Background: an optimization exercise with open tools, aiming at small area. Do not read the settings as production practice.
Only simulation tests tie the RTL to the original design; equivalence was not proved.
Power figures rest on the tool's default switching activity, not on a simulated workload.

## v14
Design ray_gen, start of the top module:
module ray_gen
#(
  parameter int WIDTH  = 320,
  parameter int HEIGHT = 240
) (
  input  logic                            clk,
  input  logic                            reset,
  input  logic                            i_start,
  input  logic signed [0:2][31:0]         i_eye,
  input  logic signed [0:2][31:0]         i_base,
  input  logic signed [0:2][31:0]         i_du,
  input  logic signed [0:2][31:0]         i_dv,
  output logic signed [0:1][0:2][31:0]    o_ray,
  output logic                            o_valid,
  input  logic                            i_ready,
  output logic [$clog2(WIDTH+1)-1:0]      o_px,
  output logic [$clog2(HEIGHT+1)-1:0]     o_py,
  output logic                            o_last,
  output logic                            o_busy,
  output logic                            o_done,
  output logic                            o_overflow
);
==> module fip_32_adder, before the edit <==
module fip_32_adder (
  input  logic signed [31:0] a,
  input  logic signed [31:0] b,
  output logic signed [31:0] sum,
  output logic               overflow
);
  localparam int N = 32;
  localparam int L = 5;   
  logic [N-1:0] p;
  logic [N-1:0] g;
  logic [N-1:0] gu [0:L];
  logic [N-1:0] pu [0:L];
  logic [N-1:0] gd [0:L-1];
  logic [N-1:0] pd [0:L-1];
  assign p = a ^ b;
  assign g = a & b;
  assign gu[0] = g;
  assign pu[0] = p;
  for (genvar l = 0; l < L; l++) begin : g_up
    for (genvar i = 0; i < N; i++) begin : g_bit
      if ((i + 1) % (2 << l) == 0) begin : g_node
        assign gu[l+1][i] = gu[l][i] | (pu[l][i] & gu[l][i - (1 << l)]);
        assign pu[l+1][i] = pu[l][i] & pu[l][i - (1 << l)];
      end else begin : g_pass
        assign gu[l+1][i] = gu[l][i];
        assign pu[l+1][i] = pu[l][i];
      end
    end
  end
  for (genvar k = 0; k < L - 1; k++) begin : g_dn
    localparam int l = L - 2 - k;
    for (genvar i = 0; i < N; i++) begin : g_bit
      if (((i + 1) % (2 << l) == (1 << l)) && (i >= (2 << l))) begin : g_node
        if (k == 0) begin : g_first
          assign gd[k][i] = gu[L][i] | (pu[L][i] & gu[L][i - (1 << l)]);
          assign pd[k][i] = pu[L][i] & pu[L][i - (1 << l)];
        end else begin : g_next
          assign gd[k][i] = gd[k-1][i] | (pd[k-1][i] & gd[k-1][i - (1 << l)]);
          assign pd[k][i] = pd[k-1][i] & pd[k-1][i - (1 << l)];
        end
      end else begin : g_pass
        if (k == 0) begin : g_first
          assign gd[k][i] = gu[L][i];
          assign pd[k][i] = pu[L][i];
        end else begin : g_next
          assign gd[k][i] = gd[k-1][i];
          assign pd[k][i] = pd[k-1][i];
        end
      end
    end
  end
  assign sum[0] = p[0];
  for (genvar i = 1; i < N; i++) begin : g_sum
    assign sum[i] = p[i] ^ gd[L-2][i-1];
  end
  assign overflow = (a[31] == b[31]) && (sum[31] != a[31]);
endmodule
export LEC_CHECK = 0
export CAP_MARGIN = 20
export CORE_MARGIN = 2
export CORE_UTILIZATION = 40
export CTS_BUF_LIST = sky130_fd_sc_hd__clkbuf_8
export CTS_CLUSTER_DIAMETER = 60
export CTS_CLUSTER_SIZE = 16
export SLEW_MARGIN = 20
create_clock -name core_clock -period 5.0 [get_ports {clk}]
standard.sh (not shown) runs the stock make flow with config.mk's settings and CLKGATE_MAP_FILE= SYNTH_SCRIPT=/design/flow/synth_recipe.tcl, a recipe that flattens the netlist after the stock synthesis.
==> flow/flow/run.sh <==
#!/bin/bash
set -euo pipefail
export BUFFER_PORTS_ARGS="-buffer_cell sky130_fd_sc_hd__buf_1"
bash standard.sh > standard.log 2>&1
The inputs of v25 differ from those of v14 as listed below.
--- a/flow/design.v
+++ b/flow/design.v
@@ -20,12 +20,15 @@
   logic [N-1:0] g;
   logic [N-1:0] gu [0:L];
   logic [N-1:0] pu [0:L];
   logic [N-1:0] gd [0:L-1];
   logic [N-1:0] pd [0:L-1];
-  assign p = a ^ b;
-  assign g = a & b;
+  logic [N-1:0] an, bn, sn;
+  assign an = ~a;
+  assign bn = ~b;
+  assign p = an ^ bn;
+  assign g = {an[N-1:1] & bn[N-1:1], (an[0] & bn[0]) | (an[0] ^ bn[0])};
   assign gu[0] = g;
   assign pu[0] = p;
   for (genvar l = 0; l < L; l++) begin : g_up
     for (genvar i = 0; i < N; i++) begin : g_bit
       if ((i + 1) % (2 << l) == 0) begin : g_node
@@ -57,14 +60,15 @@
           assign pd[k][i] = pd[k-1][i];
         end
       end
     end
   end
-  assign sum[0] = p[0];
+  assign sn[0] = ~p[0];
   for (genvar i = 1; i < N; i++) begin : g_sum
-    assign sum[i] = p[i] ^ gd[L-2][i-1];
-  end
+    assign sn[i] = p[i] ^ gd[L-2][i-1];
+  end
+  assign sum = ~sn;
   assign overflow = (a[31] == b[31]) && (sum[31] != a[31]);
 endmodule
 module ray_gen_vec3_add
 (
   input  logic signed [0:2][31:0] a,
--- outcome ---
- The higher post-route minimum period of v25 and v14 is in v14.
- Filler-free cell count of the finished design: v25 vs v14 down 158
- Delta (v25 minus v14): detailed-route wire length on metal 1 decreased 2900 µm; post-route core utilization shows no meaningful change.
- Power drawn by the sequential cells grows slightly when moving from v14 to v25.
- Maximum operating frequency is higher on v25
- Clock share of power down 0.9 points in v25 wrt v14
- Diff v14..v25 | xor and xnor area share after synthesis | negligible
- Delta(share of the cycle needed by the critical path after routing, v25 - v14) < 0
- Looking at critical path class, the reg -> reg result is from v14; the in -> reg one comes from v25.
- v25: PASS, flow complete, no timing, DRC or antenna violations
- v25 against v14: biggest fanout along the worst timing path fell by about 15%; CTS clock-pin slew for the worst setup and hold paths up 0.02 ns; final worst slack up 0.14 ns.
- Fraction of area in registers, v25 and v14: higher on v25

The RTL this note starts from:
==> flow/design.v <==
package ray_pkg;
  typedef logic signed [31:0] fip32_t;
  typedef fip32_t [0:2] vec3_t;
  typedef vec3_t [0:1] ray_t;
  localparam fip32_t FIP_ONE = 32'sh0001_0000;
  typedef enum logic {
    IDLE = 1'b0,
    RUN  = 1'b1
  } state_t;
endpackage
module fip_32_adder (
  input  logic signed [31:0] a,
  input  logic signed [31:0] b,
  output logic signed [31:0] sum,
  output logic               overflow
);
  localparam int N = 32;
  localparam int L = 5;   
  logic [N-1:0] p;
  logic [N-1:0] g;
  logic [N-1:0] gu [0:L];
  logic [N-1:0] pu [0:L];
  logic [N-1:0] an, bn, sn;
  assign an = ~a;
  assign bn = ~b;
  assign p = an ^ bn;
  assign g = {an[N-1:1] & bn[N-1:1], (an[0] & bn[0]) | (an[0] ^ bn[0])};
  assign gu[0] = g;
  assign pu[0] = p;
  for (genvar l = 0; l < L; l++) begin : g_lv
    for (genvar i = 0; i < N; i++) begin : g_bit
      if ((i >> l) % 2 == 1) begin : g_node
        localparam int J = ((i >> l) << l) - 1;
        assign gu[l+1][i] = gu[l][i] | (pu[l][i] & gu[l][J]);
        assign pu[l+1][i] = pu[l][i] & pu[l][J];
      end else begin : g_pass
        assign gu[l+1][i] = gu[l][i];
        assign pu[l+1][i] = pu[l][i];
      end
    end
  end
  assign sn[0] = ~p[0];
  for (genvar i = 1; i < N; i++) begin : g_sum
    assign sn[i] = p[i] ^ gu[L][i-1];
  end
  assign sum = ~sn;
  assign overflow = (a[31] == b[31]) && (sum[31] != a[31]);
endmodule
module ray_gen_vec3_add
(
  input  logic signed [0:2][31:0] a,
  input  logic signed [0:2][31:0] b,
  output logic signed [0:2][31:0] sum,
  output logic                    overflow
);
  logic [2:0] comp_ovf;
  for (genvar c = 0; c < 3; c++) begin : g_comp
    fip_32_adder u_add (
      .a        (a[c]),
      .b        (b[c]),
      .sum      (sum[c]),
      .overflow (comp_ovf[c])
    );
  end
  assign overflow = |comp_ovf;
endmodule
module ray_gen
#(
  parameter int WIDTH  = 320,
  parameter int HEIGHT = 240
) (
  input  logic                            clk,
  input  logic                            reset,
  input  logic                            i_start,
  input  logic signed [0:2][31:0]         i_eye,
  input  logic signed [0:2][31:0]         i_base,
  input  logic signed [0:2][31:0]         i_du,
  input  logic signed [0:2][31:0]         i_dv,
  output logic signed [0:1][0:2][31:0]    o_ray,
  output logic                            o_valid,
  input  logic                            i_ready,
  output logic [$clog2(WIDTH+1)-1:0]      o_px,
  output logic [$clog2(HEIGHT+1)-1:0]     o_py,
  output logic                            o_last,
  output logic                            o_busy,
  output logic                            o_done,
  output logic                            o_overflow
);
  localparam int PXW = $clog2(WIDTH + 1);
  localparam int PYW = $clog2(HEIGHT + 1);
  localparam logic [PXW-1:0] PX_LAST = PXW'(WIDTH - 1);
  localparam logic [PYW-1:0] PY_LAST = PYW'(HEIGHT - 1);
  logic            run;
  ray_pkg::vec3_t  eye_q;
  ray_pkg::vec3_t  du_q;
  ray_pkg::vec3_t  dv_q;
  ray_pkg::vec3_t  dir_q;
  ray_pkg::vec3_t  row_base_q;
  ray_pkg::vec3_t  add_a;
  ray_pkg::vec3_t  add_b;
  ray_pkg::vec3_t  add_sum;
  logic            add_ovf;
  logic row_end;
  logic last_px;
  logic run_d;
  logic row_end_d;
  logic sel_dir;    
  logic sel_row;    
  assign last_px = row_end && (o_py == PY_LAST);
  logic a_dir, a_row, b_du, b_dv;
  assign a_dir = sel_dir | (sel_row & !i_ready);
  assign a_row = sel_row & i_ready;
  assign b_du  = sel_dir & i_ready;
  assign b_dv  = sel_row & i_ready;
  assign add_a = ({96{a_dir}} & dir_q) | ({96{a_row}} & row_base_q) | ({96{!run}} & i_base);
  assign add_b = ({96{b_du}} & du_q) | ({96{b_dv}} & dv_q);
  ray_gen_vec3_add u_add (
    .a        (add_a),
    .b        (add_b),
    .sum      (add_sum),
    .overflow (add_ovf)
  );
  assign o_ray[0] = eye_q;
  assign o_ray[1] = dir_q;
  assign o_valid  = run;
  assign o_busy   = run;
  assign o_last   = last_px;
  always_comb begin
    if (!run) begin
      run_d     = i_start;
      row_end_d = (WIDTH == 1);
    end else if (i_ready) begin
      run_d     = !last_px;
      row_end_d = row_end ? (WIDTH == 1) : (o_px == PX_LAST - 1'b1);
    end else begin
      run_d     = 1'b1;
      row_end_d = row_end;
    end
  end
  always_ff @(posedge clk or posedge reset) begin
    if (reset) begin
      run        <= 1'b0;
      sel_dir    <= 1'b0;
      sel_row    <= 1'b0;
      o_done     <= 1'b0;
      o_overflow <= 1'b0;
    end else begin
      run     <= run_d;
      sel_dir <= run_d && !row_end_d;
      sel_row <= run_d && row_end_d;
      o_done  <= run && i_ready && last_px;
      if (!run) begin
        if (i_start) o_overflow <= 1'b0;
      end else if (i_ready && !last_px) begin
        o_overflow <= o_overflow | add_ovf;
      end
    end
  end
  always_ff @(posedge clk) begin
    if (!run) begin
      eye_q <= i_eye;
      du_q  <= i_du;
      dv_q  <= i_dv;
      o_px  <= '0;
      o_py  <= '0;
    end else if (i_ready) begin
      if (row_end) begin
        o_px <= '0;
        o_py <= o_py + 1'b1;
      end else begin
        o_px <= o_px + 1'b1;
      end
    end
  end
  always_ff @(posedge clk) begin
    row_end <= row_end_d;
    dir_q   <= add_sum;
    if (o_px == '0) row_base_q <= dir_q;
  end
endmodule
Settings: LEC_CHECK=0, CAP_MARGIN=20, CORE_MARGIN=2, CORE_UTILIZATION=65, CTS_BUF_LIST=sky130_fd_sc_hd__clkbuf_8, CTS_CLUSTER_DIAMETER=60, CTS_CLUSTER_SIZE=16, PLACE_DENSITY=0.75, SLEW_MARGIN=20; clock period 5.0 ns.
Scripts as last shown in full above: flow/flow/run.sh
Then changed:
--- a/flow/design.v
+++ b/flow/design.v
@@ -17,34 +17,57 @@
   localparam int N = 32;
   localparam int L = 5;   
   logic [N-1:0] p;
   logic [N-1:0] g;
   logic [N-1:0] gu [0:L];
   logic [N-1:0] pu [0:L];
+  logic [N-1:0] gd [0:L-1];
+  logic [N-1:0] pd [0:L-1];
   logic [N-1:0] an, bn, sn;
   assign an = ~a;
   assign bn = ~b;
   assign p = an ^ bn;
   assign g = {an[N-1:1] & bn[N-1:1], (an[0] & bn[0]) | (an[0] ^ bn[0])};
   assign gu[0] = g;
   assign pu[0] = p;
-  for (genvar l = 0; l < L; l++) begin : g_lv
+  for (genvar l = 0; l < L; l++) begin : g_up
     for (genvar i = 0; i < N; i++) begin : g_bit
-      if ((i >> l) % 2 == 1) begin : g_node
-        localparam int J = ((i >> l) << l) - 1;
-        assign gu[l+1][i] = gu[l][i] | (pu[l][i] & gu[l][J]);
-        assign pu[l+1][i] = pu[l][i] & pu[l][J];
+      if ((i + 1) % (2 << l) == 0) begin : g_node
+        assign gu[l+1][i] = gu[l][i] | (pu[l][i] & gu[l][i - (1 << l)]);
+        assign pu[l+1][i] = pu[l][i] & pu[l][i - (1 << l)];
       end else begin : g_pass
         assign gu[l+1][i] = gu[l][i];
         assign pu[l+1][i] = pu[l][i];
       end
     end
   end
+  for (genvar k = 0; k < L - 1; k++) begin : g_dn
+    localparam int l = L - 2 - k;
+    for (genvar i = 0; i < N; i++) begin : g_bit
+      if (((i + 1) % (2 << l) == (1 << l)) && (i >= (2 << l))) begin : g_node
+        if (k == 0) begin : g_first
+          assign gd[k][i] = gu[L][i] | (pu[L][i] & gu[L][i - (1 << l)]);
+          assign pd[k][i] = pu[L][i] & pu[L][i - (1 << l)];
+        end else begin : g_next
+          assign gd[k][i] = gd[k-1][i] | (pd[k-1][i] & gd[k-1][i - (1 << l)]);
+          assign pd[k][i] = pd[k-1][i] & pd[k-1][i - (1 << l)];
+        end
+      end else begin : g_pass
+        if (k == 0) begin : g_first
+          assign gd[k][i] = gu[L][i];
+          assign pd[k][i] = pu[L][i];
+        end else begin : g_next
+          assign gd[k][i] = gd[k-1][i];
+          assign pd[k][i] = pd[k-1][i];
+        end
+      end
+    end
+  end
   assign sn[0] = ~p[0];
   for (genvar i = 1; i < N; i++) begin : g_sum
-    assign sn[i] = p[i] ^ gu[L][i-1];
+    assign sn[i] = p[i] ^ gd[L-2][i-1];
   end
   assign sum = ~sn;
   assign overflow = (a[31] == b[31]) && (sum[31] != a[31]);
 endmodule
 module ray_gen_vec3_add
 (
After rerunning:
- via count goes down by 1.0%
- area after synthesis climbs by 1.1%
- cell area rises by 1.9%
- non-clock buffer count came out higher by 44
- cell count came out higher by 0.87%
- critical path depth rises by 1
- worst setup slack is worse by 0.42 ns
- wire length hardly moves
- utilization came out lower by 0.12 points
- die area increases by 1.1%
- count of clock-buffer cells in the layout increases by 1
- sequential share of layout area goes down by 1.1 points
- worst hold slack loses 0.026 ns

afterwards: timing with drivers on the ports:
The results above use ideal ports. As a check the final layouts listed here were re-extracted and re-timed, cells and wires unchanged. Step 1 assumes that a clkbuf_16 drives the clock port and a buf_2 every other input. Step 2, shift: input delay + t, output delay - t, t = (earliest + latest rising clock arrival at the registers) / 2. This alone moves slack from input paths to output paths. Slacks: ideal / step 1 / step 2; pairs: ideal / step 1.
run	t (ns)	setup slack, ns	worst data-port slew with drivers (ns)
v14	0.690	0.230 / 0.230 / -0.417	0.16
v25	0.694	0.366 / 0.393 / -0.300	0.13
the first run of note 2	0.617	0.909 / 0.911 / 0.308	0.16
the second run of note 2	0.617	0.484 / 0.482 / -0.135	0.15
Met with ideal ports but missed after step 2: setup timing in v14, v25 and the second run of note 2. For v25, which loses most, drivers alone change the setup slack by +0.027 ns; drivers and shift together by -0.666 ns.
